This design comes from an exercise in tuning for small area on the open sky130 flow, not from production work.
Only simulation tests tie the RTL to the original design; equivalence was not proved.
The flow treats the clock pin as an ideal source, which a real chip does not have.
No activity file was given, so power comes from the tool's default toggle rates.

==> design/flow/design.v <==
`default_nettype none
package ppmdec_pkg;
  typedef struct packed {
    logic [7:0] data_byte;
    logic       start_of_file;
    logic       end_of_file;
  } ppmdec_in_t;
  typedef struct packed {
    logic [1:0]  result_kind;
    logic [7:0]  red;
    logic [7:0]  green;
    logic [7:0]  blue;
    logic [15:0] pixel_x;
    logic [15:0] pixel_y;
    logic [15:0] image_width;
    logic [15:0] image_height;
    logic [7:0]  max_value;
    logic [2:0]  error_code;
    logic        last_of_run;
  } ppmdec_out_t;
  typedef enum logic [2:0] {
    PH_MAGIC  = 3'd0,
    PH_WIDTH  = 3'd1,
    PH_HEIGHT = 3'd2,
    PH_MAXVAL = 3'd3,
    PH_PIXELS = 3'd4,
    PH_DONE   = 3'd5
  } phase_t;
  typedef enum logic [2:0] {
    ST_IDLE  = 3'd0,
    ST_BYTE  = 3'd1,
    ST_DIV   = 3'd2,
    ST_EOF   = 3'd3,
    ST_EOFD  = 3'd4,
    ST_EMIT  = 3'd5
  } seq_t;
  localparam logic [1:0] KIND_HDR_ASCII = 2'd0;
  localparam logic [1:0] KIND_HDR_BIN   = 2'd1;
  localparam logic [1:0] KIND_PIXEL     = 2'd2;
  localparam logic [1:0] KIND_ERROR     = 2'd3;
  localparam logic [2:0] ERR_MAGIC      = 3'd0;
  localparam logic [2:0] ERR_INTEGER    = 3'd1;
  localparam logic [2:0] ERR_SIZE       = 3'd2;
  localparam logic [2:0] ERR_MAXVAL     = 3'd3;
  localparam logic [2:0] ERR_RANGE      = 3'd4;
  localparam logic [2:0] ERR_INCOMPLETE = 3'd5;
  localparam logic [16:0] TOKEN_SAT = 17'h1FFFF;
  localparam logic [15:0] MAGIC_P3  = 16'h5033;
  localparam logic [15:0] MAGIC_P6  = 16'h5036;
endpackage
`default_nettype wire
`default_nettype none
module ppm_image_stream_decoder_unit
(
  input  wire logic        clk,
  input  wire logic        rst,
  input  wire logic        byte_valid,
  output logic             byte_stall,
  input  wire logic [9:0]  byte_data,
  output logic             result_valid,
  input  wire logic        result_stall,
  output logic [101:0]     result_data
);
  localparam logic [3:0] S_IDLE  = 4'd0;
  localparam logic [3:0] S_BYTE  = 4'd1;
  localparam logic [3:0] S_EOFS  = 4'd2;
  localparam logic [3:0] S_ACC   = 4'd3;
  localparam logic [3:0] S_CHK   = 4'd4;
  localparam logic [3:0] S_EMIT  = 4'd5;
  localparam logic [3:0] S_MUL   = 4'd8;
  localparam logic [3:0] S_XFER  = 4'd9;
  localparam logic [3:0] S_DIV   = 4'd10;
  localparam logic [3:0] S_ZPRE  = 4'd11;
  localparam logic [3:0] S_ADV   = 4'd12;
  localparam logic [3:0] S_ZPOST = 4'd13;
  localparam logic [2:0] PH_MAGIC  = 3'd0;
  localparam logic [2:0] PH_WIDTH  = 3'd1;
  localparam logic [2:0] PH_HEIGHT = 3'd2;
  localparam logic [2:0] PH_MAXVAL = 3'd3;
  localparam logic [2:0] PH_PIXELS = 3'd4;
  localparam logic [2:0] PH_STOP   = 3'd5;
  localparam logic [3:0] R_NONE = 4'b0000;
  localparam logic [3:0] R_HDR  = 4'b0001;
  localparam logic [3:0] R_PIX  = 4'b0010;
  localparam logic [2:0] ERR_MAGIC      = 3'd0;
  localparam logic [2:0] ERR_INTEGER    = 3'd1;
  localparam logic [2:0] ERR_SIZE       = 3'd2;
  localparam logic [2:0] ERR_MAXVAL     = 3'd3;
  localparam logic [2:0] ERR_RANGE      = 3'd4;
  localparam logic [2:0] ERR_INCOMPLETE = 3'd5;
  logic [3:0]  st;
  logic [3:0]  cnt;
  logic        ev;            
  logic [2:0]  phase;
  logic        bin_fmt, in_comment, cr_seen;
  logic        tok_started, tok_neg, tok_invalid, tok_digits, tok_ovf;
  logic [15:0] tok_val;
  logic [4:0]  aux;
  wire  [2:0]  mul_dl = aux[2:0];
  wire  [1:0]  mul_cy = aux[4:3];
  wire         col_cy = !aux[0];
  wire         row_cy = !aux[1];
  wire         col_eq = aux[2];
  wire         row_eq = aux[3];
  logic        size_zero;
  logic [15:0] width_n, height_n, column, row;
  logic [7:0]  maxv_n;
  wire  [7:0]  maxv = ~maxv_n;
  logic [1:0]  comp;
  logic        range_fault;   
  logic [23:0] rgb;
  logic [3:0]  rcode;
  wire [7:0] c   = byte_data[9:2];
  wire       sof = byte_data[1];
  wire       eof = byte_data[0];
  wire c_ws    = (c == 8'h20) || (c >= 8'h09 && c <= 8'h0D);
  wire c_lf    = (c == 8'h0A);
  wire c_cr    = (c == 8'h0D);
  wire c_hash  = (c == 8'h23);
  wire c_dig   = (c >= 8'h30 && c <= 8'h39);
  wire c_sign  = (c == 8'h2B) || (c == 8'h2D);
  wire c_minus = (c == 8'h2D);
  wire c_P     = (c == 8'h50);
  wire c_3or6  = (c == 8'h33) || (c == 8'h36);
  wire c_6     = (c == 8'h36);
  wire evs     = (st == S_EOFS);
  wire stopped = (phase == PH_STOP);
  wire tokz    = (phase != PH_PIXELS) || !bin_fmt;
  wire last    = (cnt == 4'd15);
  wire t_hi   = |tok_val[15:8] || tok_ovf;    
  wire t_lo0  = (tok_val[7:0] == 8'd0);
  wire t_zero = t_lo0 && !t_hi;
  wire t_good = tok_digits && !tok_invalid;
  wire t_bad  = tok_neg || tok_ovf;           
  wire       mul_v   = tok_val[0] && tok_started;    
  wire       mul_d   = c_dig && (cnt[3:2] == 2'b00) && c[cnt[1:0]];
  wire [2:0] mul_sum = {2'b0, mul_dl[0]} + {2'b0, mul_dl[2]} + {2'b0, mul_d} + {1'b0, mul_cy};
  wire       mul_ovf = |mul_sum[2:1] || mul_v || mul_dl[0] || mul_dl[1];
  wire [7:0]  v       = tok_val[7:0];
  wire [7:0]  div_rem = tok_val[15:8];
  function automatic logic [8:0] sub8(input logic [7:0] a, input logic [7:0] b);
    logic br;
    logic [7:0] d;
    br = 1'b0;
    for (int i = 0; i < 8; i++) begin
      d[i] = a[i] ^ b[i] ^ br;
      br = (!a[i] && b[i]) || (!(a[i] ^ b[i]) && br);
    end
    sub8 = {br, d};
  endfunction
  function automatic logic [7:0] dec8(input logic [7:0] a, input logic b);
    logic z;
    logic [7:0] d;
    z = 1'b1;
    for (int i = 0; i < 8; i++) begin
      d[i] = a[i] ^ (b && z);
      z = z && !a[i];
    end
    dec8 = d;
  endfunction
  wire [8:0]  lo_d = sub8({1'b0, maxv[7:1]}, v);
  wire [7:0]  hi_d = dec8(v, lo_d[8]);
  wire [15:0] num  = {hi_d, lo_d[7:0]};
  wire        nbit = num[~cnt];
  wire [8:0]  tlo   = sub8({div_rem[6:0], nbit}, maxv);
  wire        qbit  = div_rem[7] || !tlo[8];
  wire [7:0]  trial = tlo[7:0];
  wire col_ib  = column[0] ^ col_cy;
  wire row_ib  = row[0] ^ row_cy;
  wire wrap    = col_eq;
  wire lastpix = col_eq && row_eq;
  wire inc_need = ev && !stopped && !(rcode == R_PIX && lastpix);
  assign byte_stall   = (st != S_ACC);
  assign result_valid = (st == S_EMIT);
  wire is_hdr = !rcode[3] && !rcode[1];
  wire is_pix = !rcode[3] && rcode[1];
  wire is_err = rcode[3];
  assign result_data = {
    rcode[3] || rcode[1], rcode[3] || (rcode[0] && bin_fmt),
    rgb[23:16] & {8{is_pix}}, rgb[15:0],
    column, row,
    ~(width_n | {16{!is_hdr}}), ~(height_n | {16{!is_hdr}}), ~(maxv_n | {8{!is_hdr}}),
    rcode[2:0] & {3{is_err}},
    !inc_need
  };
  logic fin, tokchar, samp;
  logic [3:0] after_step;
  always_comb begin
    after_step = (!ev && !evs && eof) ? S_EOFS : S_ACC;
  end
  always_ff @(posedge clk) begin
    cnt <= st[3] ? cnt + 4'd1 : 4'd0;
    if (rst) begin
      st <= S_IDLE;
      phase <= PH_MAGIC;
      in_comment <= 1'b0;
      tok_started <= 1'b0;
    end else begin
      unique case (st)
        S_IDLE: begin
          ev <= 1'b0;
          rcode <= R_NONE;
          if (byte_valid) begin
            st <= S_BYTE;
            if (sof) begin
              phase <= PH_MAGIC; in_comment <= 1'b0; tok_started <= 1'b0;
            end
          end
        end
        S_BYTE, S_EOFS: begin
          fin = 1'b0; tokchar = 1'b0; samp = 1'b0;
          st <= after_step;
          if (evs) ev <= 1'b1;
          if (!stopped) begin
            if (tokz) begin
              if (in_comment) begin
                if (!evs && c_lf) in_comment <= 1'b0;
              end else if (evs || c_ws) begin
                fin = tok_started;
              end else if (c_hash) begin
                fin = tok_started;
                in_comment <= 1'b1;
              end else begin
                tokchar = 1'b1;
              end
            end else if (!evs) begin
              if (in_comment) begin
                if (c_lf) in_comment <= 1'b0;
              end else if (cr_seen) begin
                cr_seen <= 1'b0;
                samp = !c_lf;
              end else begin
                samp = 1'b1;
              end
            end
          end
          if (tokchar) begin
            st <= S_MUL;
            aux[3:2] <= 2'b00;
            if (!tok_started) begin
              tok_neg <= c_minus;
              tok_digits <= c_dig && (phase != PH_MAGIC);
              tok_invalid <= (phase == PH_MAGIC) ? !c_P : !(c_dig || c_sign);
            end else if (phase == PH_MAGIC) begin
              tok_digits <= 1'b1;
              tok_invalid <= tok_invalid || tok_digits || !c_3or6;
              if (!tok_digits) bin_fmt <= c_6;
            end else begin
              tok_digits <= tok_digits || c_dig;
              tok_invalid <= tok_invalid || !c_dig;
            end
          end
          if (fin) begin
            tok_started <= 1'b0;
            unique case (phase)
              PH_MAGIC: begin
                if (t_good) phase <= PH_WIDTH;
                else begin
                  rcode <= {1'b1, ERR_MAGIC}; phase <= PH_STOP; st <= S_ZPRE;
                end
              end
              PH_WIDTH, PH_HEIGHT: begin
                if (!t_good) begin
                  rcode <= {1'b1, ERR_INTEGER}; phase <= PH_STOP; st <= S_ZPRE;
                end else begin
                  st <= S_XFER;
                  size_zero <= (size_zero && phase == PH_HEIGHT) || t_bad || t_zero;
                  phase <= (phase == PH_WIDTH) ? PH_HEIGHT : PH_MAXVAL;
                end
              end
              PH_MAXVAL: begin
                st <= S_ZPRE;
                if (!t_good) begin
                  rcode <= {1'b1, ERR_INTEGER}; phase <= PH_STOP;
                end else if (size_zero) begin
                  rcode <= {1'b1, ERR_SIZE}; phase <= PH_STOP;
                end else if (tok_neg || t_zero || t_hi) begin
                  rcode <= {1'b1, ERR_MAXVAL}; phase <= PH_STOP;
                end else begin
                  rcode <= R_HDR;
                  maxv_n <= ~tok_val[7:0];
                  comp <= 2'd0;
                  cr_seen <= !evs && c_cr && bin_fmt;
                  phase <= PH_PIXELS;
                end
              end
              default: begin
                if (!t_good) begin
                  rcode <= {1'b1, ERR_INTEGER}; phase <= PH_STOP; st <= S_ZPRE;
                end else begin
                  samp = 1'b1;
                end
              end
            endcase
          end
          if (samp) begin
            st <= S_DIV;
            if (bin_fmt) tok_val <= {8'd0, c};
            range_fault <= (range_fault && comp != 2'd0) || (!bin_fmt && ((tok_neg && !t_lo0) || t_hi));
          end
        end
        S_MUL: begin
          if (last) begin
            st <= after_step;
            tok_started <= 1'b1;
            tok_ovf <= (tok_ovf && tok_started) || mul_ovf;
          end
        end
        S_XFER: begin
          if (last) begin
            st <= after_step;
          end
        end
        S_DIV: begin
          tok_val[15:8] <= qbit ? trial[7:0] : {div_rem[6:0], nbit};
          if (!cnt[3] && qbit) range_fault <= 1'b1;
          if (last) begin
            st <= after_step;
            if (comp == 2'd2) begin
              comp <= 2'd0;
              if (range_fault) begin
                rcode <= {1'b1, ERR_RANGE}; phase <= PH_STOP; st <= S_ZPRE;
              end else begin
                rcode <= R_PIX;
              end
            end else begin
              comp <= comp + 2'd1;
            end
          end
        end
        S_ZPRE: begin
          if (last) begin
            st <= after_step;
          end
        end
        S_ACC: begin
          st <= (rcode != R_NONE) ? S_EMIT : S_CHK;
        end
        S_CHK: begin
          if (ev && !stopped) begin
            rcode <= {1'b1, ERR_INCOMPLETE}; phase <= PH_STOP;
            st <= S_ZPOST;
          end else begin
            st <= S_IDLE;
          end
        end
        S_ZPOST: begin
          if (last) st <= S_EMIT;
        end
        S_EMIT: begin
          if (!result_stall) begin
            if (rcode == R_PIX) st <= S_ADV;
            else begin
              rcode <= R_NONE;
              st <= S_CHK;
            end
          end
        end
        S_ADV: begin
          if (last) begin
            if (lastpix) phase <= PH_STOP;
            rcode <= R_NONE;
            st <= S_CHK;
          end
        end
        default: st <= S_IDLE;
      endcase
    end
    if (st == S_MUL || st == S_XFER) begin
      tok_val <= {mul_sum[0], tok_val[15:1]};
    end
    if ((st == S_XFER && phase == PH_HEIGHT) || st == S_DIV)
      width_n <= {(st == S_DIV) ? width_n[0] : !(tok_val[0] && !t_bad), width_n[15:1]};
    if ((st == S_XFER && phase == PH_MAXVAL) || st == S_DIV)
      height_n <= {(st == S_DIV) ? height_n[0] : !(tok_val[0] && !t_bad), height_n[15:1]};
    if (st == S_DIV) begin
      column <= {column[0], column[15:1]};
      row    <= {row[0], row[15:1]};
    end else if (st == S_ADV) begin
      column <= {!wrap && col_ib, column[15:1]};
      row    <= {!lastpix && (wrap ? row_ib : row[0]), row[15:1]};
    end else if (st == S_ZPRE || st == S_ZPOST) begin
      column <= {1'b0, column[15:1]};
      row    <= {1'b0, row[15:1]};
    end
    if (st == S_MUL) begin
      aux <= {mul_sum[2:1], mul_dl[1:0], mul_v};
    end else if (st == S_DIV || st == S_ADV) begin
      aux[0] <= !(col_cy && column[0]);
      aux[1] <= !(row_cy && row[0]);
      aux[4] <= 1'b0;
      if (st == S_DIV) begin
        aux[2] <= (col_eq || cnt == 4'd0) && (col_ib != width_n[0]);
        aux[3] <= (row_eq || cnt == 4'd0) && (row_ib != height_n[0]);
      end
    end else begin
      aux[1:0] <= 2'b00;
      aux[4] <= 1'b0;
    end
    if ((st == S_DIV && cnt[3]) || st == S_ZPRE || st == S_ZPOST)
      rgb <= {rgb[22:0], st == S_DIV && qbit && !range_fault};
  end
endmodule
`default_nettype wire
==> design/flow/flow/run.sh <==
#!/bin/bash
# The standard layout (standard.sh) with three changes:
#  - the port buffers use the smallest buffer cell (BUFFER_PORTS_ARGS);
#  - the clock tree is built by flow/manual_cts.tcl (sourced by ORFS's cts.tcl
#    as its PRE_CTS_TCL hook): a root buffer and one leaf buffer per region
#    of flip-flops, all flip-flops two buffers from the clock port;
#  - synthesis maps the logic with flow/abc_map.script, an area-oriented ABC
#    script, in place of ORFS's abc_speed.script. All other scripts are
#    ORFS's own, copied unchanged.
# Each tool's output goes to standard.log (and ORFS's own logs under orfs/).
set -e
export BUFFER_PORTS_ARGS="-buffer_cell sky130_fd_sc_hd__buf_1"
export PRE_CTS_TCL="$PWD/flow/manual_cts.tcl"
export MCTS_NX=4 MCTS_NY=4 MCTS_LEAF=sky130_fd_sc_hd__clkbuf_4 MCTS_ROOT=sky130_fd_sc_hd__clkbuf_8
rm -rf scripts_copy
cp -r "$FLOW_HOME/scripts" scripts_copy
cp flow/abc_map.script scripts_copy/abc_speed.script
sed "s|make -C |make SCRIPTS_DIR=$PWD/scripts_copy -C |" standard.sh > standard_abc.sh
bash standard_abc.sh > standard.log 2>&1
==> design/flow/flow/abc_map.script <==
&get -n
&st
&dch
&nf -p -R 1000
&st
&syn2
&if -g -K 6
&synch2
&nf -p -R 1000
&st
&dch -f
&nf -p -R 1000
&put
topo
==> design/flow/flow/manual_cts.tcl <==
# Sourced by ORFS's cts.tcl before clock_tree_synthesis (PRE_CTS_TCL).
# Builds a two-level clock tree by hand: the clock port drives one root
# buffer, which drives one leaf buffer per region of the placed flip-flops
# (the flip-flops are split into MCTS_NX columns by x, each column into
# MCTS_NY groups by y). Every flip-flop is two buffers from the port, so the
# tree is balanced. clock_tree_synthesis is then told to skip these nets.
proc manual_cts { nx ny leafbuf rootbuf } {
  set db [ord::get_db]
  set block [ord::get_db_block]
  set clk [$block findNet clk]
  set leafm [$db findMaster $leafbuf]
  set rootm [$db findMaster $rootbuf]
  set sinks {}
  foreach it [$clk getITerms] {
    set bb [[$it getInst] getBBox]
    lappend sinks [list $it [expr {([$bb xMin] + [$bb xMax]) / 2}] \
                     [expr {([$bb yMin] + [$bb yMax]) / 2}]]
  }
  set n [llength $sinks]
  set byx [lsort -integer -index 1 $sinks]
  set groups {}
  for {set i 0} {$i < $nx} {incr i} {
    set col [lrange $byx [expr {$i * $n / $nx}] [expr {($i + 1) * $n / $nx - 1}]]
    set m [llength $col]
    set byy [lsort -integer -index 2 $col]
    for {set j 0} {$j < $ny} {incr j} {
      lappend groups [lrange $byy [expr {$j * $m / $ny}] [expr {($j + 1) * $m / $ny - 1}]]
    }
  }
  set rootnet [odb::dbNet_create $block clk_root]
  $rootnet setSigType CLOCK
  set root [odb::dbInst_create $block $rootm clkbuf_root]
  [$root findITerm A] connect $clk
  [$root findITerm X] connect $rootnet
  set skip [list clk clk_root]
  set k 0
  set sx 0
  set sy 0
  foreach g $groups {
    set net [odb::dbNet_create $block clk_leaf_$k]
    $net setSigType CLOCK
    lappend skip clk_leaf_$k
    set leaf [odb::dbInst_create $block $leafm clkbuf_leaf_$k]
    [$leaf findITerm A] connect $rootnet
    [$leaf findITerm X] connect $net
    set gx 0
    set gy 0
    foreach s $g {
      set it [lindex $s 0]
      $it disconnect
      $it connect $net
      incr gx [lindex $s 1]
      incr gy [lindex $s 2]
    }
    set gx [expr {$gx / [llength $g]}]
    set gy [expr {$gy / [llength $g]}]
    $leaf setLocation $gx $gy
    $leaf setPlacementStatus PLACED
    incr sx $gx
    incr sy $gy
    incr k
  }
  $root setLocation [expr {$sx / $k}] [expr {$sy / $k}]
  $root setPlacementStatus PLACED
  set_cts_config -skip_nets $skip
  set_propagated_clock [all_clocks]
  puts "manual_cts: $n flip-flops, $k leaf buffers ($leafbuf), root $rootbuf"
}
manual_cts $::env(MCTS_NX) $::env(MCTS_NY) $::env(MCTS_LEAF) $::env(MCTS_ROOT)
==> design/flow/standard.sh <==
#!/bin/bash
# synth_recipe.tcl (not shown) runs the flow's synth.tcl, then flattens the netlist and writes it again
# the make line also repeats each setting of config.mk as NAME=value (left out here)
make -C /OpenROAD-flow-scripts/flow DESIGN_CONFIG=/design/flow/config.mk WORK_HOME=/design/flow/orfs CLKGATE_MAP_FILE= SYNTH_SCRIPT=/design/flow/synth_recipe.tcl "${@:-finish}"
==> design/flow/config.mk <==
export PLATFORM = sky130hd
export DESIGN_NAME = ppm_image_stream_decoder_unit
export DESIGN_NICKNAME = ppm_image_stream_decoder_unit
export VERILOG_FILES = /design/flow/design.v
export SDC_FILE = /design/flow/constraint.sdc
export NUM_CORES = 4
export LEC_CHECK = 0
export CAP_MARGIN = 20
export CORE_MARGIN = 2
export CORE_UTILIZATION = 65
export GPL_TIMING_DRIVEN = 0
export SLEW_MARGIN = 20
==> design/flow/constraint.sdc <==
create_clock -name core_clock -period 8.0 [get_ports {clk}]
set_input_delay 1.6000 -clock core_clock [delete_from_list [all_inputs] [get_ports {clk}]]
set_output_delay 1.6000 -clock core_clock [all_outputs]
set_load 0.01 [all_outputs]
==> flow_metrics.env, run 1 <==
export IMPL_hold_violations=0
export IMPL_wire_length_of_the_first_global_routing_pass_mm=25.59
export IMPL_outcome="no timing/DRC/antenna violations"
export IMPL_netlist_cell_type_count=56
export IMPL_synthFlopType="edfxtp_1"
export IMPL_dpl_instance_area_mm2=0.007571
export IMPL_finalMaxSlewViolations=0
export IMPL_cap_viol_max_count=0
export IMPL_final_cell_count_no_fill=880
export IMPL_grt_setup_unrepaired="false"
export IMPL_synth_most_common_cell="edfxtp_1"
export IMPL_worst_path_max_delay_cell="edfxtp_1"
export IMPL_layout_min_cycle_time_ns=7.729
export IMPL_ant_nets=0
export IMPL_routed_wl_mm=16.29
export IMPL_fin_area_mm2=0.007819
export IMPL_drt_pass1_iterations=6
export IMPL_yosys_area_share_adder=0.06554
export IMPL_period_share=0.9661
export IMPL_core_region_area_mm2=0.01028
export IMPL_max_slew_worst_pin_slew_ns=1.017
export IMPL_floorplan_rows=37
export IMPL_globalplace_congestion=0.9556
export IMPL_synth_edf_count=127
export IMPL_timing_critical_path_buf_inv=4
export IMPL_end_kind="flip-flop"
export IMPL_critical_path_max_stage_delay_ns=0.44
export IMPL_synthMuxAreaShare=0.009649
export IMPL_power_leakage_uw=0.002609
export IMPL_place_worst_setup_slack_ns=-0.5820
export IMPL_worst_hold_path_type="flip-flop to flip-flop"
export IMPL_synth_seq_cells=145
export IMPL_synth_xor_area_frac=0.006372
export IMPL_io_pin_count=118
export IMPL_initial_antenna_violation_count=0
export IMPL_first_global_vias=5076
export IMPL_setup_worst_path_class="flip-flop to flip-flop"
export IMPL_synth_cells=599
export IMPL_ff_latch_area_mm2=0.004174
export IMPL_drive_above_1_share=0.09409
export IMPL_powerDensity_mw_per_mm2=273.8
export IMPL_vias=5350
export IMPL_clock_transition_at_the_registers_of_the_reported_paths_ns=0.11
export IMPL_diodes=0
export IMPL_cp_data_required_time_ns=8.17
export IMPL_synthDominantAreaCellType="edfxtp_1"
export IMPL_final_util=0.7608
export IMPL_synth_top_cell_area_share=0.5549
export IMPL_power_ir_vdd_worst_uv=185.8
export IMPL_num_fill_cells=696
export IMPL_timing_clock_skew_ns=0.02769
export IMPL_critical_path_top_cell_by_count="fa_2"
export IMPL_grt_max_degree=43
export IMPL_clock_latency_ns=0.45
export IMPL_detail_route_drc_violations=0
export IMPL_die_h_um=106.8
export IMPL_post_place_cells=856
export IMPL_synth_compound_area_share=0.1007
export IMPL_post_synth_and_or_nand_nor_area_fraction=0.1749
export IMPL_fin_hold_ws_ns=0.4517
export IMPL_post_dp_hpwl_mm=12.00
export IMPL_die_width_um=106.8
export IMPL_dr_wl_cell_um=18.51
export IMPL_syn_area_mm2=0.006873
export IMPL_io_buffers=117
export IMPL_crit_path_start_kind="flip-flop"
export IMPL_synth_yosys_warnings=1
export IMPL_areaGrowthSynthToFinish_pct=13.76
export IMPL_ys_seq_area_frac=0.6073
export IMPL_synth_area_per_cell_um2=11.47
export IMPL_worst_slack_ns=0.2712
export IMPL_syn_nets=640
export IMPL_combinational_family_with_the_most_area_after_synthesis="simple AND/OR/NAND/NOR gates"
export IMPL_arrival_ns=7.90
export IMPL_netlist_top_cells_count="edfxtp_1 (127), nor2_1 (97), nand2_1 (60), clkinv_1 (33), a21oi_1 (31)"
export IMPL_nets=787
export IMPL_multiInputGateArea_mm2=0.002546
export IMPL_hold_buffers_post_cts=0
export IMPL_asyncSetResetFlopFracSynth=0
export IMPL_fmax_ghz=0.1294
export IMPL_setup_viol=0
export IMPL_synth_area_leaders="edfxtp_1 (55%), nor2_1 (5.3%), dfxtp_1 (5.2%)"
export IMPL_timing_critical_path_max_delay_family="adder cells"
export IMPL_route_detailed_vias_per_inst=6.080
export IMPL_drt_initial_drc_count=622
export IMPL_slew_limit_headroom=0.3218
export IMPL_worstPathMaxFanout=5
export IMPL_die_footprint_mm2=0.01141
export IMPL_floorplan_initialDensity=0.6687
export IMPL_globalRouteOverflowTotal=0
export IMPL_global_router_s_overall_resource_usage=0.2841
[per-stage QoR]
stage | TNS, ns | power [uW]
floorplan | 0 | 1509
global placement | -0.8460 | 1728
detailed placement | -3.077 | 1775
CTS | 0 | 2113
global route | 0 | 2268
finish | 0 | 2141
[cell type report]
class	count	area share
flip-flops and latches	145	0.5338
multi-input cells	405	0.3257
repair buffers	128	0.07041
plain buffers	33	0.03249
well taps	136	0.02176
inverters	33	0.01584
[per-layer routing]
metal	vias to the layer above	global-route usage	share of wire
li1	2468	-	-
met1	2535	0.4191	0.41
met2	311	0.4481	0.47
met3	36	0.03283	0.092
met4	0	0.09276	0.031
met5	-	0	0
[report_power, final]
group | internal [uW] | switching, uW
logic | 285 | 486
clock network | 104 | 219
registers | 927 | 120
[worst reg2reg max path, delay by kind of cell (launching register included)]
kind | cells | cell delay (ns)
AOI/OAI and AO/OA | 4 | 0.90
muxes | 1 | 0.09
DFF | 1 | 0.44
adders and majority gates | 16 | 5.03
and+or+nand+nor | 5 | 0.65
buffers and inverters | 4 | 0.31
[final timing paths]
path                   startpoint  depth (start not counted)  slack (ns)               endpoint
max          tok_val[0]$_DFFE_PP_                         30        0.27  tok_val[14]$_DFFE_PP_
min             rgb[19]$_DFFE_PP_                          0        0.45      rgb[20]$_DFFE_PP_
max reg2reg  tok_val[0]$_DFFE_PP_                         30        0.27  tok_val[14]$_DFFE_PP_
min reg2reg     rgb[19]$_DFFE_PP_                          0        0.45      rgb[20]$_DFFE_PP_
[cell usage in the layout (no fill, tap or decap), types with 5 or more instances in the layout]
| cell | count |
|---|---|
| a31oi_1 | 5 |
| dfxtp_1 | 18 |
| clkinv_1 | 33 |
| nor2_1 | 96 |
| a22oi_1 | 7 |
| ha_1 | 10 |
| and2_0 | 13 |
| nor2b_1 | 11 |
| buf_4 | 23 |
| nand2_1 | 60 |
| edfxtp_1 | 127 |
| nor4_1 | 6 |
| nor3_1 | 17 |
| buf_1 | 117 |
| o21ai_0 | 29 |
| nand3_1 | 24 |
| fa_2 | 11 |
| clkbuf_4 | 16 |
| a21oi_1 | 30 |
[registers in the layout (all words and copies together) (netlist names), 2 cells and up]
signal and flops:
rgb 24, width_n 16, st 4, tok_val 16
height_n 16, rcode 4, comp 2, cnt 4
column 16, phase 3, maxv_n 8, aux 5
row 16
[repair_timing]
item,4_1_cts,5_1_grt
endpoints found under the setup margin,10,9
pin swaps,3,6
hold endpoints to repair,0,0
gates resized for setup,9,10
setup buffers,4,3
[kinds of logic (layout without fill, tap and decap cells)]
family,after synthesis,count (layout)
adder cells (fa/ha/maj),27,27
buffers and inverters,49,194
AND/OR/NAND/NOR,259,259
XOR/XNOR,5,5
flip-flops,145,145
AO/OA/AOI/OAI,110,110
multiplexers,4,4
==> run 2: changes to the inputs <==
--- a/design/flow/config.mk
+++ b/design/flow/config.mk
@@ -5,8 +5,8 @@
 export SDC_FILE = /design/flow/constraint.sdc
 export NUM_CORES = 4
 export LEC_CHECK = 0
-export CAP_MARGIN = 20
+export CAP_MARGIN = 0
 export CORE_MARGIN = 2
 export CORE_UTILIZATION = 65
 export GPL_TIMING_DRIVEN = 0
-export SLEW_MARGIN = 20
+export SLEW_MARGIN = 0
==> run 2 against run 1 <==
  * Still clean on timing, DRC and antenna
  * Sequential share of layout area up 0.17 points
  * Synthesized cell count stayed put
  * Clock skew down 0.0030 ns
  * Combinational power is essentially flat
  * Global-route usage decreased by 0.50 points
  * Worst hold slack better by 0.0030 ns
  * Register-to-register slack gained 0.05 ns
  * Final cell count shrank 0.23%
  * First-iteration DRC count down 15%
==> flow_metrics.env, run 2 <==
export IMPL_outcome="no timing/DRC/antenna violations"
export IMPL_die_footprint_mm2=0.01141
export IMPL_floorplan_rows=37
export IMPL_io_pin_count=118
export IMPL_routed_wl_mm=16.18
export IMPL_synth_seq_cells=145
export IMPL_synth_area_leaders="edfxtp_1 (55%), nor2_1 (5.3%), dfxtp_1 (5.2%)"
export IMPL_dr_wl_cell_um=18.43
export IMPL_synth_most_common_cell="edfxtp_1"
export IMPL_diodes=0
export IMPL_global_router_s_overall_resource_usage=0.2792
export IMPL_floorplan_initialDensity=0.6687
export IMPL_wire_length_of_the_first_global_routing_pass_mm=25.21
export IMPL_synthFlopType="edfxtp_1"
export IMPL_ant_nets=0
export IMPL_layout_cells_most_common_list="edfxtp_1 (127), buf_1 (117), nor2_1 (96)"
export IMPL_critical_path_max_stage_delay_ns=0.44
export IMPL_critical_path_top_cell_by_count="fa_2"
export IMPL_synth_cells=599
export IMPL_top_reg_by_flops="rgb"
export IMPL_vias=5356
export IMPL_slew_limit_headroom=0.3105
export IMPL_syn_area_mm2=0.006873
export IMPL_drive_above_1_share=0.08625
export IMPL_io_buffers=117
export IMPL_r2r_cells=29
export IMPL_power_leakage_uw=0.002594
export IMPL_cap_viol_max_count=0
export IMPL_core_region_area_mm2=0.01028
export IMPL_end_kind="flip-flop"
export IMPL_globalplace_congestion=0.9556
export IMPL_ys_seq_area_frac=0.6073
export IMPL_final_cell_count_no_fill=878
export IMPL_setup_worst_path_class="flip-flop to flip-flop"
export IMPL_clock_latency_ns=0.44
export IMPL_asyncSetResetFlopFracSynth=0
export IMPL_whs_path_depth=0
export IMPL_netlist_top_cells_count="edfxtp_1 (127), nor2_1 (97), nand2_1 (60), clkinv_1 (33), a21oi_1 (31)"
export IMPL_worst_path_max_delay_cell="edfxtp_1"
export IMPL_nets=785
export IMPL_syn_nets=640
export IMPL_globalRouteMet1Util=0.4070
export IMPL_synth_edf_count=127
export IMPL_die_h_um=106.8
export IMPL_layout_min_cycle_time_ns=7.683
export IMPL_timing_clock_skew_ns=0.02473
export IMPL_final_util=0.7583
export IMPL_arrival_ns=7.85
export IMPL_clock_transition_at_the_registers_of_the_reported_paths_ns=0.12
export IMPL_cp_data_required_time_ns=8.17
export IMPL_max_slew_worst_pin_slew_ns=1.023
export IMPL_crit_path_start_kind="flip-flop"
export IMPL_fin_hold_ws_ns=0.4548
export IMPL_synth_yosys_warnings=1
export IMPL_die_width_um=106.8
export IMPL_grt_max_degree=34
export IMPL_first_global_vias=5003
export IMPL_grt_met2_usage=0.4568
export IMPL_synthDominantAreaCellType="edfxtp_1"
export IMPL_initial_antenna_violation_count=0
export IMPL_fmax_ghz=0.1302
export IMPL_globalRouteOverflowTotal=0
export IMPL_worstPathMaxFanout=4
export IMPL_synth_top_cell_area_share=0.5549
export IMPL_setup_viol=0
export IMPL_netlist_cell_type_count=56
export IMPL_detail_route_drc_violations=0
export IMPL_route_detailed_vias_per_inst=6.100
export IMPL_busiest_layer="met2"
export IMPL_hold_violations=0
export IMPL_drt_pass1_iterations=9
export IMPL_period_share=0.9604
export IMPL_worst_hold_path_type="flip-flop to flip-flop"
export IMPL_drt_initial_drc_count=529
export IMPL_synth_area_per_cell_um2=11.47
export IMPL_largest_register_ffs=24
export IMPL_areaGrowthSynthToFinish_pct=13.40
export IMPL_mostFrequentLayoutCell="edfxtp_1"
export IMPL_powerDensity_mw_per_mm2=274.1
export IMPL_finalMaxSlewViolations=0
export IMPL_post_dp_hpwl_mm=11.88
export IMPL_post_place_cells=857
export IMPL_power_ir_vdd_worst_uv=227.2
export IMPL_globalRouteMet3Util=0.02918
==> run 2: cell counts after synthesis <==
No cell type changed its count.
==> run 2: cell families after synthesis <==
group	after synthesis	synth area share
adders and majority gates	27	0.06554
DFF	145	0.6073
and+or+nand+nor	259	0.1750
buffers and inverters	49	0.03550
muxes	4	0.009648
xor gates and xnor gates	5	0.006373
AOI/OAI and AO/OA	110	0.1007
==> run 2: path summary, 6_finish.rpt <==
kind	startpoint	endpoint	slack, ns
setup / recovery	maxv_n[1]$_DFFE_PP_	tok_val[14]$_DFFE_PP_	0.32
hold / removal	rgb[22]$_DFFE_PP_	rgb[23]$_DFFE_PP_	0.45
setup reg to reg	maxv_n[1]$_DFFE_PP_	tok_val[14]$_DFFE_PP_	0.32
hold reg to reg	rgb[22]$_DFFE_PP_	rgb[23]$_DFFE_PP_	0.45
==> run 2: power breakdown <==
part | switching (uW) | total, uW | internal, uW
Combinational | 483 | 768 | 285
Clock | 216 | 320 | 104
Sequential | 121 | 1050 | 927
==> run 2: routing by layer <==
metal	vias to the layer above	part of all wire
li1	2464	-
met1	2539	0.42
met2	305	0.47
met3	48	0.080
met4	0	0.026
met5	-	0
==> run 2: timing repair <==
item	4_1_cts	5_1_grt
pin swaps	3	9
setup endpoints to repair	10	9
buffers inserted	2	2
hold buffers	0	0
gates resized for setup	8	10
endpoints found under the hold margin	0	0
==> run 2: cell type report <==
class                      count  area [um2]
multi-input combinational    405        2531
buffer                        33       254.0
timing repair buffer         126       540.5
tap                          136       170.2
sequential                   145        4174
fill                         726        2484
inverter                      33       123.9
==> run 2: worst max-delay path: cells and delay by family (launching register included) <==
kind / cells / cell delay, ns
adders and majority gates: 17 / 5.22
buffers and inverters: 5 / 0.37
AOI/OAI and AO/OA: 4 / 0.92
and+or+nand+nor: 2 / 0.33
xor gates and xnor gates: 1 / 0.14
DFF: 1 / 0.44
==> run 2: through the flow <==
step                power, uW  area (um2)  setup slack [ns]  setup TNS [ns]
global placement         1728        7482           -0.2798         -0.8460
CTS                      2118        7751          0.007306               0
detailed placement       1793        7575           -0.5865          -3.262
finish                   2136        7794            0.3170               0
floorplan                1509        6873            0.2630               0
global route             2256        7794         -0.009141       -0.009141
==> run 3: changes to the inputs <==
--- a/design/flow/config.mk
+++ b/design/flow/config.mk
@@ -8,5 +8,4 @@
 export CAP_MARGIN = 0
 export CORE_MARGIN = 2
 export CORE_UTILIZATION = 65
-export GPL_TIMING_DRIVEN = 0
 export SLEW_MARGIN = 0
==> run 3 against run 2 <==
  * Area after synthesis unchanged
  * Largest cell class unchanged
  * Via count decreased by 2.8%
  * Core utilization decreased by 1.5 points
  * Sequential power about the same
  * Final cell count decreased by 1.4%
  * Critical path depth unchanged
  * Critical path type unchanged
  * Power decreased by 1.6%
  * Setup slack got worse by 0.0013 ns
  * Clock skew increased by 0.00063 ns
==> flow_metrics.env, run 3 <==
export IMPL_p_sw_uw=799.2
export IMPL_largest_register_ffs=24
export IMPL_tns_ns=0
export IMPL_place_worst_setup_slack_ns=-0.06675
export IMPL_hold_buffers_post_cts=0
export IMPL_crit_path_start_kind="flip-flop"
export IMPL_syn_area_mm2=0.006873
export IMPL_arrival_ns=7.85
export IMPL_floorplan_initialDensity=0.6687
export IMPL_drive_above_1_share=0.06027
export IMPL_fmax_ghz=0.1301
export IMPL_period_share=0.9605
export IMPL_finalMaxSlewViolations=0
export IMPL_synth_compound_area_share=0.1007
export IMPL_globalRouteOverflowTotal=0
export IMPL_power_frac_seq=0.497
export IMPL_timing_critical_path_buf_inv=5
export IMPL_die_width_um=106.8
export IMPL_diodes=0
export IMPL_routed_wl_mm=15.76
export IMPL_layout_cells_most_common_list="edfxtp_1 (127), buf_1 (117), nor2_1 (97)"
export IMPL_powerDensity_mw_per_mm2=275.2
export IMPL_ys_seq_area_frac=0.6073
export IMPL_asyncSetResetFlopFracSynth=0
export IMPL_met2_length_mm=7.262
export IMPL_areaGrowthSynthToFinish_pct=11.10
export IMPL_route_detailed_vias_per_inst=6.010
export IMPL_synth_cells=599
export IMPL_ant_nets=0
export IMPL_power_uw=2101
export IMPL_initial_antenna_violation_count=0
export IMPL_core_region_area_mm2=0.01028
export IMPL_clock_latency_ns=0.44
export IMPL_synth_edf_count=127
export IMPL_dr_wl_met3_mm=1.289
export IMPL_clkPwrFrac=0.149
export IMPL_netlist_cell_type_count=56
export IMPL_floorplan_rows=37
export IMPL_hold_violations=0
export IMPL_worst_setup_slack_for_register_to_register_paths_ns=0.32
export IMPL_top_reg_by_flops="rgb"
export IMPL_synth_top_cell_area_share=0.5549
export IMPL_power_report_internal_total_uw=1302
export IMPL_synth_seq_cells=145
export IMPL_cp_data_required_time_ns=8.17
export IMPL_worst_slack_ns=0.3157
export IMPL_io_buffers=117
export IMPL_outcome="no timing/DRC/antenna violations"
export IMPL_r2r_cells=29
export IMPL_netlist_top_cells_count="edfxtp_1 (127), nor2_1 (97), nand2_1 (60), clkinv_1 (33), a21oi_1 (31)"
export IMPL_topRoutingLayerUsed="met4"
export IMPL_setup_viol=0
export IMPL_comb_power_frac=0.355
export IMPL_io_pin_count=118
export IMPL_worst_hold_path_type="flip-flop to flip-flop"
export IMPL_syn_nets=640
export IMPL_timing_critical_path_max_delay_family="adder cells"
export IMPL_cap_viol_max_count=0
export IMPL_synth_most_common_cell="edfxtp_1"
export IMPL_synth_area_leaders="edfxtp_1 (55%), nor2_1 (5.3%), dfxtp_1 (5.2%)"
export IMPL_first_global_vias=4864
export IMPL_critical_path_top_cell_by_count="fa_2"
export IMPL_synth_area_per_cell_um2=11.47
export IMPL_power_leakage_uw=0.002529
export IMPL_yosys_area_share_adder=0.06554
export IMPL_drt_pass1_iterations=6
export IMPL_worst_path_max_delay_cell="edfxtp_1"
export IMPL_worstPathMaxFanout=6
export IMPL_setup_worst_path_class="flip-flop to flip-flop"
export IMPL_mostFrequentLayoutCell="edfxtp_1"
export IMPL_post_synth_and_or_nand_nor_area_fraction=0.1749
export IMPL_dr_wl_cell_um=18.20
export IMPL_final_util=0.7430
export IMPL_switching_fraction=0.3804
export IMPL_timing_critical_path_depth=29
export IMPL_synthFlopType="edfxtp_1"
export IMPL_global_router_s_overall_resource_usage=0.2709
export IMPL_clock_transition_at_the_registers_of_the_reported_paths_ns=0.10
export IMPL_routedLengthMet1_mm=6.868
export IMPL_power_ir_vdd_worst_uv=173.2
export IMPL_die_footprint_mm2=0.01141
export IMPL_critical_path_max_stage_delay_ns=0.40
export IMPL_drt_initial_drc_count=516
export IMPL_whs_path_depth=0
export IMPL_synth_xor_area_frac=0.006372
export IMPL_nets=773
export IMPL_layout_min_cycle_time_ns=7.684
export IMPL_synthMuxAreaShare=0.009649
export IMPL_globalplace_congestion=0.9504
export IMPL_detail_route_drc_violations=0
export IMPL_grt_max_degree=34
export IMPL_die_h_um=106.8
export IMPL_combinational_family_with_the_most_area_after_synthesis="simple AND/OR/NAND/NOR gates"
export IMPL_synth_yosys_warnings=1
export IMPL_max_slew_worst_pin_slew_ns=1.035
export IMPL_end_kind="flip-flop"
export IMPL_timing_clock_skew_ns=0.02536
export IMPL_synthDominantAreaCellType="edfxtp_1"
export IMPL_post_dp_hpwl_mm=11.87
export IMPL_vias=5205
export IMPL_wire_length_of_the_first_global_routing_pass_mm=24.61
export IMPL_slew_limit_headroom=0.3086
run 3: cell counts after synthesis:
Identical to the previous run, type by type.
run 3: cell type report:
type,instances,area (um2)
sequential,145,4174
buffer,17,133.9
fill,755,2641
timing repair buffer,130,536.8
multi-input combinational,405,2497
inverter,33,123.9
tap,136,170.2
run 3: final timing paths:
path                        start                    end
min reg2reg     rgb[17]$_DFFE_PP_      rgb[18]$_DFFE_PP_
max          tok_val[0]$_DFFE_PP_  tok_val[14]$_DFFE_PP_
max reg2reg  tok_val[0]$_DFFE_PP_  tok_val[14]$_DFFE_PP_
min             rgb[17]$_DFFE_PP_      rgb[18]$_DFFE_PP_
run 3: stage by stage:
step / area (um2) / instances / hold WS [ns]
finish: 7636 / 866 / 0.4551
global route: 7636 / 866 / 0.4639
CTS: 7605 / 865 / 0.4557
detailed placement: 7463 / 848 / 0.4338
global placement: 7463 / 848 / 0.4246
floorplan: 6873 / 599 / 0.4190
run 3: cells by family after synthesis:
logic type | after synthesis
simple gates | 259
flops | 145
compound gates | 110
buf+inv | 49
fa+ha+maj | 27
xor+xnor | 5
mux | 4
run 3: power by group through the flow:
stage                     logic (uW)  clock network (uW)  registers, uW
after global placement           704                   0           1050
final                            745                 312           1040
after detailed placement         722                   0           1060
after floorplan                  483                   0           1030
after CTS                        731                 321           1040
after global routing             829                 346           1060
run 3: what timing repair did:
item / in CTS / in global routing
cloned: 0 / 0
resized for setup: 1 / 10
setup endpoints to repair: 8 / 10
pin swaps: 0 / 5
buffers inserted: 0 / 1
run 3: worst register-to-register path, delay by kind of cell, from the launching register on:
| kind | cells | cell delay [ns] |
|---|---|---|
| fa+ha+maj | 17 | 5.23 |
| compound gates | 4 | 0.95 |
| flops | 1 | 0.40 |
| buf+inv | 5 | 0.36 |
| simple gates | 2 | 0.32 |
| xor+xnor | 1 | 0.14 |
run 3: per-layer routing:
| metal | track usage | up-vias |
|---|---|---|
| met5 | 0 | - |
| met4 | 0.06122 | 0 |
| met3 | 0.02857 | 29 |
| met2 | 0.4277 | 262 |
| met1 | 0.4139 | 2475 |
| li1 | - | 2439 |
==> run 4: changes to the inputs <==
--- a/design/flow/config.mk
+++ b/design/flow/config.mk
@@ -5,7 +5,7 @@
 export SDC_FILE = /design/flow/constraint.sdc
 export NUM_CORES = 4
 export LEC_CHECK = 0
-export CAP_MARGIN = 0
+export CAP_MARGIN = 20
 export CORE_MARGIN = 2
-export CORE_UTILIZATION = 65
-export SLEW_MARGIN = 0
+export CORE_UTILIZATION = 75
+export SLEW_MARGIN = 20
==> run 4 against run 3 <==
  * Setup slack worse by 0.097 ns
  * Global-route usage grew 6.4 points
  * Clock skew grew 0.0023 ns
  * Final cell count is 3.3% lower
  * Worst hold slack worse by 0.0037 ns
  * Die area fell by 13%
  * Critical path type unchanged
  * Clock power grew 2%
  * Via count is 6.8% higher
  * Routed wire length up 9.4%
  * Critical endpoint unchanged
  * Highest routed layer unchanged
==> flow_metrics.env, run 4 <==
export IMPL_max_slew_worst_pin_slew_ns=1.045
export IMPL_detail_route_drc_violations=0
export IMPL_io_pin_count=118
export IMPL_worst_slack_ns=0.2188
export IMPL_timing_clock_skew_ns=0.02762
export IMPL_globalRouteOverflowTotal=0
export IMPL_powerDensity_mw_per_mm2=283.4
export IMPL_clock_latency_ns=0.44
export IMPL_synthDominantAreaCellType="edfxtp_1"
export IMPL_cp_endpoint="tok_val[14]$_DFFE_PP_"
export IMPL_ff_latch_area_mm2=0.004174
export IMPL_post_place_cells=817
export IMPL_power_ir_vdd_worst_uv=180.7
export IMPL_wire_length_of_the_first_global_routing_pass_mm=26.12
export IMPL_tns_ns=0
export IMPL_syn_nets=640
export IMPL_fmax_ghz=0.1285
export IMPL_power_leakage_uw=0.002523
export IMPL_ys_seq_area_frac=0.6073
export IMPL_arrival_ns=7.97
export IMPL_synth_edf_count=127
export IMPL_crit_path_start_kind="flip-flop"
export IMPL_place_worst_setup_slack_ns=-0.2717
export IMPL_r2r_cells=29
export IMPL_whs_path_depth=0
export IMPL_worst_setup_slack_for_register_to_register_paths_ns=0.22
export IMPL_largest_register_ffs=24
export IMPL_drt_pass1_iterations=5
export IMPL_vias=5557
export IMPL_core_region_area_mm2=0.008806
export IMPL_netlist_cell_type_count=56
export IMPL_worst_path_max_delay_cell="edfxtp_1"
export IMPL_ant_nets=0
export IMPL_fin_area_mm2=0.007615
export IMPL_num_fill_cells=455
export IMPL_synth_most_common_cell="edfxtp_1"
export IMPL_drt_initial_drc_count=613
export IMPL_globalplace_congestion=0.9664
export IMPL_die_h_um=99.73
export IMPL_dr_wl_cell_um=20.60
export IMPL_hold_buffers_post_cts=0
export IMPL_end_kind="flip-flop"
export IMPL_syn_area_mm2=0.006873
export IMPL_cap_viol_max_count=0
export IMPL_finalMaxSlewViolations=0
export IMPL_route_detailed_vias_per_inst=6.639
export IMPL_areaGrowthSynthToFinish_pct=10.80
export IMPL_critical_path_max_stage_delay_ns=0.41
export IMPL_drive_above_1_share=0.06584
export IMPL_synth_seq_cells=145
export IMPL_final_util=0.8647
export IMPL_outcome="no timing/DRC/antenna violations"
export IMPL_worst_hold_path_type="flip-flop to flip-flop"
export IMPL_mostFrequentLayoutCell="edfxtp_1"
export IMPL_cp_data_required_time_ns=8.19
export IMPL_clock_transition_at_the_registers_of_the_reported_paths_ns=0.11
export IMPL_netlist_top_cells_count="edfxtp_1 (127), nor2_1 (97), nand2_1 (60), clkinv_1 (33), a21oi_1 (31)"
export IMPL_multiInputGateArea_mm2=0.002519
export IMPL_setup_worst_path_class="flip-flop to flip-flop"
export IMPL_start_point_of_the_critical_path="tok_val[0]$_DFFE_PP_"
export IMPL_floorplan_rows=34
export IMPL_global_router_s_overall_resource_usage=0.3352
export IMPL_post_dp_hpwl_mm=12.50
export IMPL_grt_max_degree=34
export IMPL_synth_top_cell_area_share=0.5549
export IMPL_initial_antenna_violation_count=0
export IMPL_top_reg_by_flops="rgb"
export IMPL_diodes=0
export IMPL_first_global_vias=5162
export IMPL_synth_cells=599
export IMPL_layout_min_cycle_time_ns=7.781
export IMPL_routed_wl_mm=17.24
export IMPL_die_footprint_mm2=0.009945
export IMPL_clkPwrFrac=0.147
export IMPL_final_cell_count_no_fill=837
export IMPL_synth_area_leaders="edfxtp_1 (55%), nor2_1 (5.3%), dfxtp_1 (5.2%)"
export IMPL_setup_viol=0
export IMPL_asyncSetResetFlopFracSynth=0
export IMPL_worstPathMaxFanout=6
export IMPL_slew_limit_headroom=0.3015
export IMPL_period_share=0.9726
export IMPL_power_frac_seq=0.488
export IMPL_die_width_um=99.73
export IMPL_comb_power_frac=0.365
export IMPL_io_buffers=117
export IMPL_timing_rr_end="tok_val[14]$_DFFE_PP_"
export IMPL_critical_path_top_cell_by_count="fa_2"
export IMPL_hold_violations=0
export IMPL_switching_fraction=0.3917
export IMPL_synthFlopType="edfxtp_1"
export IMPL_dpl_instance_area_mm2=0.007406
export IMPL_synth_area_per_cell_um2=11.47
export IMPL_nets=772
export IMPL_synth_yosys_warnings=1
export IMPL_floorplan_initialDensity=0.7805
export IMPL_power_report_internal_total_uw=1313
export IMPL_layout_cells_most_common_list="edfxtp_1 (127), buf_1 (117), nor2_1 (97)"
export IMPL_critical_path_reg2reg_startpoint="tok_val[0]$_DFFE_PP_"
export IMPL_p_sw_uw=845.3
## run 4: changes by cell type in the layout (fill, tap and decap cells not counted), sizes merged
cell  before  now
buf      130  129
## run 4: layer usage
metal,vias to the layer above,track usage,share of wire
met4,0,0.1117,0.038
li1,2447,-,-
met5,-,0,0
met2,463,0.5556,0.48
met3,74,0.04779,0.11
met1,2573,0.4663,0.37
## run 4: cell families after synthesis
logic type	share of synthesized area
flip-flops	0.6073
XOR/XNOR	0.006373
multiplexers	0.009648
AND/OR/NAND/NOR	0.1750
buffers and inverters	0.03550
adder cells (fa/ha/maj)	0.06554
AO/OA/AOI/OAI	0.1007
## run 4: cell type report
cell class	count	share of cell area
multi-input cells	405	0.3308
inverters	33	0.01627
plain buffers	17	0.01758
flip-flops and latches	145	0.5481
well taps	108	0.01775
repair buffers	129	0.06950
## run 4: critical path: cells and delay by family, from the launching register on
| kind | cells | cell delay (ns) |
|---|---|---|
| and+or+nand+nor | 2 | 0.31 |
| adders and majority gates | 17 | 5.30 |
| DFF | 1 | 0.41 |
| xor gates and xnor gates | 1 | 0.14 |
| AOI/OAI and AO/OA | 4 | 0.94 |
| buffers and inverters | 5 | 0.41 |
## run 4: worst min path at each step
stage,start,to,slack (ns)
after floorplan,rgb[16]$_DFFE_PP_,rgb[17]$_DFFE_PP_,0.42
after global routing,rgb[21]$_DFFE_PP_,rgb[22]$_DFFE_PP_,0.47
after detailed placement,rgb[21]$_DFFE_PP_,rgb[22]$_DFFE_PP_,0.43
final,rgb[6]$_DFFE_PP_,rgb[7]$_DFFE_PP_,0.45
after global placement,rgb[18]$_DFFE_PP_,rgb[19]$_DFFE_PP_,0.43
after CTS,rgb[21]$_DFFE_PP_,rgb[22]$_DFFE_PP_,0.45
## run 4: metrics by stage
| stage | hold WS [ns] | total power [uW] |
|---|---|---|
| finish | 0.4515 | 2158 |
| global route | 0.4667 | 2261 |
| CTS | 0.4501 | 2108 |
| detailed placement | 0.4291 | 1787 |
| global placement | 0.4255 | 1736 |
| floorplan | 0.4190 | 1509 |
## run 4: power by group through the flow
stage | combinational, uW | clock [uW] | sequential, uW
floorplan | 483 | 0 | 1030
global placement | 684 | 0 | 1050
detailed placement | 726 | 0 | 1060
CTS | 744 | 320 | 1050
global route | 853 | 345 | 1060
finish | 789 | 317 | 1050
## run 4: repair_timing
| item | in CTS | in global routing |
|---|---|---|
| endpoints found under the hold margin | 0 | 0 |
| buffers inserted | 1 | 2 |
| endpoints found under the setup margin | 8 | 10 |
| pin swaps | 3 | 4 |
| gates resized for setup | 6 | 11 |
| cloned | 0 | 0 |
==> run 5: changes to the inputs <==
--- a/design/flow/config.mk
+++ b/design/flow/config.mk
@@ -7,5 +7,5 @@
 export LEC_CHECK = 0
 export CAP_MARGIN = 20
 export CORE_MARGIN = 2
-export CORE_UTILIZATION = 75
+export CORE_UTILIZATION = 85
 export SLEW_MARGIN = 20
==> run 5 against run 4 <==
  * The run now fails in 4_1_cts
  * Area after synthesis unchanged
  * Synthesized cell count stayed put
==> flow_metrics.env, run 5 <==
export IMPL_outcome="did not finish"
export IMPL_failing_step="4_1_cts"
export IMPL_flow_first_error="[ERROR DPL-0033] detailed placement checks failed during check placement."
export IMPL_synth_compound_area_share=0.1007
export IMPL_synth_most_common_cell="edfxtp_1"
export IMPL_synth_area_per_cell_um2=11.47
export IMPL_io_pin_count=118
export IMPL_netlist_cell_type_count=56
export IMPL_globalplace_congestion=1.011
export IMPL_io_buffers=117
export IMPL_syn_area_mm2=0.006873
export IMPL_synth_edf_count=127
export IMPL_synth_yosys_warnings=1
export IMPL_synth_area_leaders="edfxtp_1 (55%), nor2_1 (5.3%), dfxtp_1 (5.2%)"
export IMPL_synthMuxAreaShare=0.009649
export IMPL_cts_resized=28
export IMPL_synth_top_cell_area_share=0.5549
export IMPL_cts_setup_buffers=2
export IMPL_ys_seq_area_frac=0.6073
export IMPL_hold_buffers_post_cts=0
export IMPL_post_dp_hpwl_mm=16.10
export IMPL_post_place_cells=810
export IMPL_syn_nets=640
export IMPL_synthDominantAreaCellType="edfxtp_1"
export IMPL_netlist_top_cells_count="edfxtp_1 (127), nor2_1 (97), nand2_1 (60), clkinv_1 (33), a21oi_1 (31)"
export IMPL_floorplan_rows=32
export IMPL_synth_cells=599
export IMPL_synthFlopType="edfxtp_1"
export IMPL_synth_xor_area_frac=0.006372
export IMPL_die_width_um=93.92
export IMPL_synth_seq_cells=145
export IMPL_dpl_instance_area_mm2=0.007391
export IMPL_asyncSetResetFlopFracSynth=0
export IMPL_yosys_area_share_adder=0.06554
export IMPL_combinational_family_with_the_most_area_after_synthesis="simple AND/OR/NAND/NOR gates"
export IMPL_die_h_um=93.92
export IMPL_floorplan_initialDensity=0.8848
export IMPL_post_synth_and_or_nand_nor_area_fraction=0.1749
## run 5: cell counts after synthesis
No cell type changed its count.
## run 5: kinds of logic after synthesis
| kind of cell | after synthesis |
|---|---|
| AND/OR/NAND/NOR | 259 |
| flip-flops | 145 |
| AO/OA/AOI/OAI | 110 |
| buffers and inverters | 49 |
| adder cells (fa/ha/maj) | 27 |
| XOR/XNOR | 5 |
| multiplexers | 4 |
## run 5: worst max path at each step
stage	endpoint	slack [ns]	startpoint
after global placement	tok_val[14]$_DFFE_PP_	0.15	maxv_n[1]$_DFFE_PP_
after detailed placement	tok_val[14]$_DFFE_PP_	-0.78	tok_val[0]$_DFFE_PP_
after floorplan	tok_val[14]$_DFFE_PP_	0.26	tok_val[0]$_DFFE_PP_
## run 5: power by group through the flow
stage               Combinational [uW]  Clock [uW]  Sequential (uW)
floorplan                          483           0             1030
global placement                   673           0             1050
detailed placement                 776           0             1070
## run 5: metrics by stage
| stage | worst slack (ns) | util | setup TNS, ns | total power, uW |
|---|---|---|---|---|
| 2_1_floorplan | 0.2630 | - | 0 | 1509 |
| 3_3_place_gp | 0.1545 | 0.9515 | 0 | 1720 |
| 3_5_place_dp | -0.7842 | 0.9515 | -6.076 | 1842 |
==> run 6: changes to the inputs <==
--- a/design/flow/config.mk
+++ b/design/flow/config.mk
@@ -7,5 +7,5 @@
 export LEC_CHECK = 0
 export CAP_MARGIN = 20
 export CORE_MARGIN = 2
-export CORE_UTILIZATION = 85
+export CORE_UTILIZATION = 65
 export SLEW_MARGIN = 20
==> run 6 against run 5 <==
  * Now clean on timing, DRC and antenna
  * Synthesized cell count stayed put
  * Area after synthesis stayed put
==> flow_metrics.env, run 6 <==
export IMPL_outcome="no timing/DRC/antenna violations"
export IMPL_floorplan_rows=37
export IMPL_clock_transition_at_the_registers_of_the_reported_paths_ns=0.10
export IMPL_worst_setup_slack_for_register_to_register_paths_ns=0.32
export IMPL_drt_pass1_iterations=6
export IMPL_post_synth_and_or_nand_nor_area_fraction=0.1749
export IMPL_synth_edf_count=127
export IMPL_syn_nets=640
export IMPL_synthMuxAreaShare=0.009649
export IMPL_drive_above_1_share=0.06027
export IMPL_slew_limit_headroom=0.3086
export IMPL_synth_yosys_warnings=1
export IMPL_dr_wl_cell_um=18.20
export IMPL_route_detailed_vias_per_inst=6.010
export IMPL_synth_area_per_cell_um2=11.47
export IMPL_fin_hold_ws_ns=0.4551
export IMPL_nets=773
export IMPL_largest_register_ffs=24
export IMPL_top_reg_by_flops="rgb"
export IMPL_layout_min_cycle_time_ns=7.684
export IMPL_synth_most_common_cell="edfxtp_1"
export IMPL_whs_path_depth=0
export IMPL_worst_path_max_delay_cell="edfxtp_1"
export IMPL_detail_route_drc_violations=0
export IMPL_layout_cells_most_common_list="edfxtp_1 (127), buf_1 (117), nor2_1 (97)"
export IMPL_hold_buffers_post_cts=0
export IMPL_die_width_um=106.8
export IMPL_critical_path_max_stage_delay_ns=0.40
export IMPL_first_global_vias=4864
export IMPL_die_footprint_mm2=0.01141
export IMPL_comb_power_frac=0.355
export IMPL_worst_hold_path_type="flip-flop to flip-flop"
export IMPL_synth_compound_area_share=0.1007
export IMPL_post_dp_hpwl_mm=11.87
export IMPL_crit_path_start_kind="flip-flop"
export IMPL_setup_worst_path_class="flip-flop to flip-flop"
export IMPL_vias=5205
export IMPL_r2r_cells=29
export IMPL_mostFrequentLayoutCell="edfxtp_1"
export IMPL_combinational_family_with_the_most_area_after_synthesis="simple AND/OR/NAND/NOR gates"
export IMPL_synthFlopType="edfxtp_1"
export IMPL_ys_seq_area_frac=0.6073
export IMPL_yosys_area_share_adder=0.06554
export IMPL_global_router_s_overall_resource_usage=0.2709
export IMPL_initial_antenna_violation_count=0
export IMPL_finalMaxSlewViolations=0
export IMPL_power_leakage_uw=0.002529
export IMPL_power_frac_seq=0.497
export IMPL_setup_viol=0
export IMPL_netlist_top_cells_count="edfxtp_1 (127), nor2_1 (97), nand2_1 (60), clkinv_1 (33), a21oi_1 (31)"
export IMPL_io_pin_count=118
export IMPL_hold_path_startpoint="rgb[17]$_DFFE_PP_"
export IMPL_switching_fraction=0.3804
export IMPL_final_cell_count_no_fill=866
export IMPL_drt_initial_drc_count=516
export IMPL_ant_nets=0
export IMPL_cap_viol_max_count=0
export IMPL_floorplan_initialDensity=0.6687
export IMPL_power_ir_vdd_worst_uv=173.2
export IMPL_arrival_ns=7.85
export IMPL_netlist_cell_type_count=56
export IMPL_io_buffers=117
export IMPL_powerDensity_mw_per_mm2=275.2
export IMPL_syn_area_mm2=0.006873
export IMPL_max_slew_worst_pin_slew_ns=1.035
export IMPL_p_sw_uw=799.2
export IMPL_timing_critical_path_max_delay_family="adder cells"
export IMPL_die_h_um=106.8
export IMPL_grt_max_degree=34
export IMPL_whs_endpoint="rgb[18]$_DFFE_PP_"
export IMPL_synth_top_cell_area_share=0.5549
export IMPL_timing_rr_end="tok_val[14]$_DFFE_PP_"
export IMPL_globalRouteOverflowTotal=0
export IMPL_worstPathMaxFanout=6
export IMPL_critical_path_reg2reg_startpoint="tok_val[0]$_DFFE_PP_"
export IMPL_timing_critical_path_buf_inv=5
export IMPL_clkPwrFrac=0.149
export IMPL_power_report_internal_total_uw=1302
export IMPL_synth_xor_area_frac=0.006372
export IMPL_timing_clock_skew_ns=0.02536
export IMPL_critical_path_top_cell_by_count="fa_2"
export IMPL_wire_length_of_the_first_global_routing_pass_mm=24.61
export IMPL_period_share=0.9605
export IMPL_synth_seq_cells=145
export IMPL_clock_latency_ns=0.44
export IMPL_synthDominantAreaCellType="edfxtp_1"
export IMPL_routed_wl_mm=15.76
export IMPL_post_place_cells=848
export IMPL_hold_violations=0
export IMPL_diodes=0
export IMPL_end_kind="flip-flop"
export IMPL_cp_data_required_time_ns=8.17
export IMPL_core_region_area_mm2=0.01028
export IMPL_globalplace_congestion=0.9504
export IMPL_synth_area_leaders="edfxtp_1 (55%), nor2_1 (5.3%), dfxtp_1 (5.2%)"
export IMPL_asyncSetResetFlopFracSynth=0
export IMPL_synth_cells=599
export IMPL_fmax_ghz=0.1301
export IMPL_areaGrowthSynthToFinish_pct=11.10
run 6: cell counts after synthesis:
No cell type changed its count.
run 6: how the worst max path moves through the flow:
stage	slack [ns]	to	cells past startpoint	from
after floorplan	0.26	tok_val[14]$_DFFE_PP_	30	tok_val[0]$_DFFE_PP_
after global placement	0.13	tok_val[14]$_DFFE_PP_	30	tok_val[0]$_DFFE_PP_
after detailed placement	-0.07	tok_val[14]$_DFFE_PP_	29	tok_val[0]$_DFFE_PP_
after CTS	0.009	tok_val[14]$_DFFE_PP_	30	tok_val[0]$_DFFE_PP_
after global routing	-0.07	tok_val[14]$_DFFE_PP_	29	tok_val[0]$_DFFE_PP_
final	0.32	tok_val[14]$_DFFE_PP_	29	tok_val[0]$_DFFE_PP_
run 6: final cells by class:
cell class	count	area (um2)
inverter	33	123.9
timing repair buffer	130	536.8
tap	136	170.2
sequential	145	4174
buffer	17	133.9
multi-input combinational	405	2497
fill	755	2641
run 6: through the flow:
| stage | util | total power [uW] | cell area, um2 | setup TNS, ns | setup WS (ns) |
|---|---|---|---|---|---|
| 2_1_floorplan | - | 1509 | 6873 | 0 | 0.2630 |
| 3_3_place_gp | 0.7262 | 1755 | 7463 | 0 | 0.1262 |
| 3_5_place_dp | 0.7262 | 1779 | 7463 | -0.06675 | -0.06675 |
| 4_1_cts | 0.7400 | 2092 | 7605 | 0 | 0.009101 |
| 5_1_grt | 0.7430 | 2232 | 7636 | -0.2727 | -0.06538 |
| 6_report | 0.7430 | 2101 | 7636 | 0 | 0.3157 |
run 6: power by group through the flow:
stage,Clock (uW),Sequential (uW),Combinational [uW]
6_report,312,1040,745
3_3_place_gp,0,1050,704
4_1_cts,321,1040,731
3_5_place_dp,0,1060,722
2_1_floorplan,0,1030,483
5_1_grt,346,1060,829
run 6: cells by family after synthesis:
logic type | Yosys count
and+or+nand+nor | 259
DFF | 145
AOI/OAI and AO/OA | 110
buffers and inverters | 49
adders and majority gates | 27
xor gates and xnor gates | 5
muxes | 4
run 6: metal layers:
metal	wire (um)	track usage	up-vias
li1	-	-	2439
met1	6868	0.4139	2475
met2	7262	0.4277	262
met3	1289	0.02857	29
met4	343	0.06122	0
met5	0	0	-
run 6: timing repair:
action | CTS | global route
endpoints found under the setup margin | 8 | 10
resized for setup | 1 | 10
pin swaps | 0 | 5
setup buffers | 0 | 1

separate check: timing with driven ports:
The results above use ideal ports. As a check the final layouts listed here were re-extracted and re-timed, cells and wires unchanged. Step 1 sets driving cells, clkbuf_16 on the clock port and buf_2 on the other inputs (assumed; they add their load-dependent delay and slew). Step 2 times the ports against the registers' clock, not the clock port: input delays grow and output delays shrink by t, the midpoint of the rising clock arrivals with the driver on. Slacks: ideal / step 1 / step 2; pairs: ideal / step 1.
run | t, ns | setup WS [ns] | worst setup path after step 2
run 1 | 0.467 | 0.271 / 0.271 / 0.271 | register to register
run 2 | 0.464 | 0.317 / 0.317 / 0.317 | register to register
run 3 | 0.463 | 0.316 / 0.316 / 0.316 | register to register
run 4 | 0.464 | 0.219 / 0.219 / 0.219 | register to register
run 6 | 0.463 | 0.316 / 0.316 / 0.316 | register to register
After both steps setup and hold are still met in every run listed.
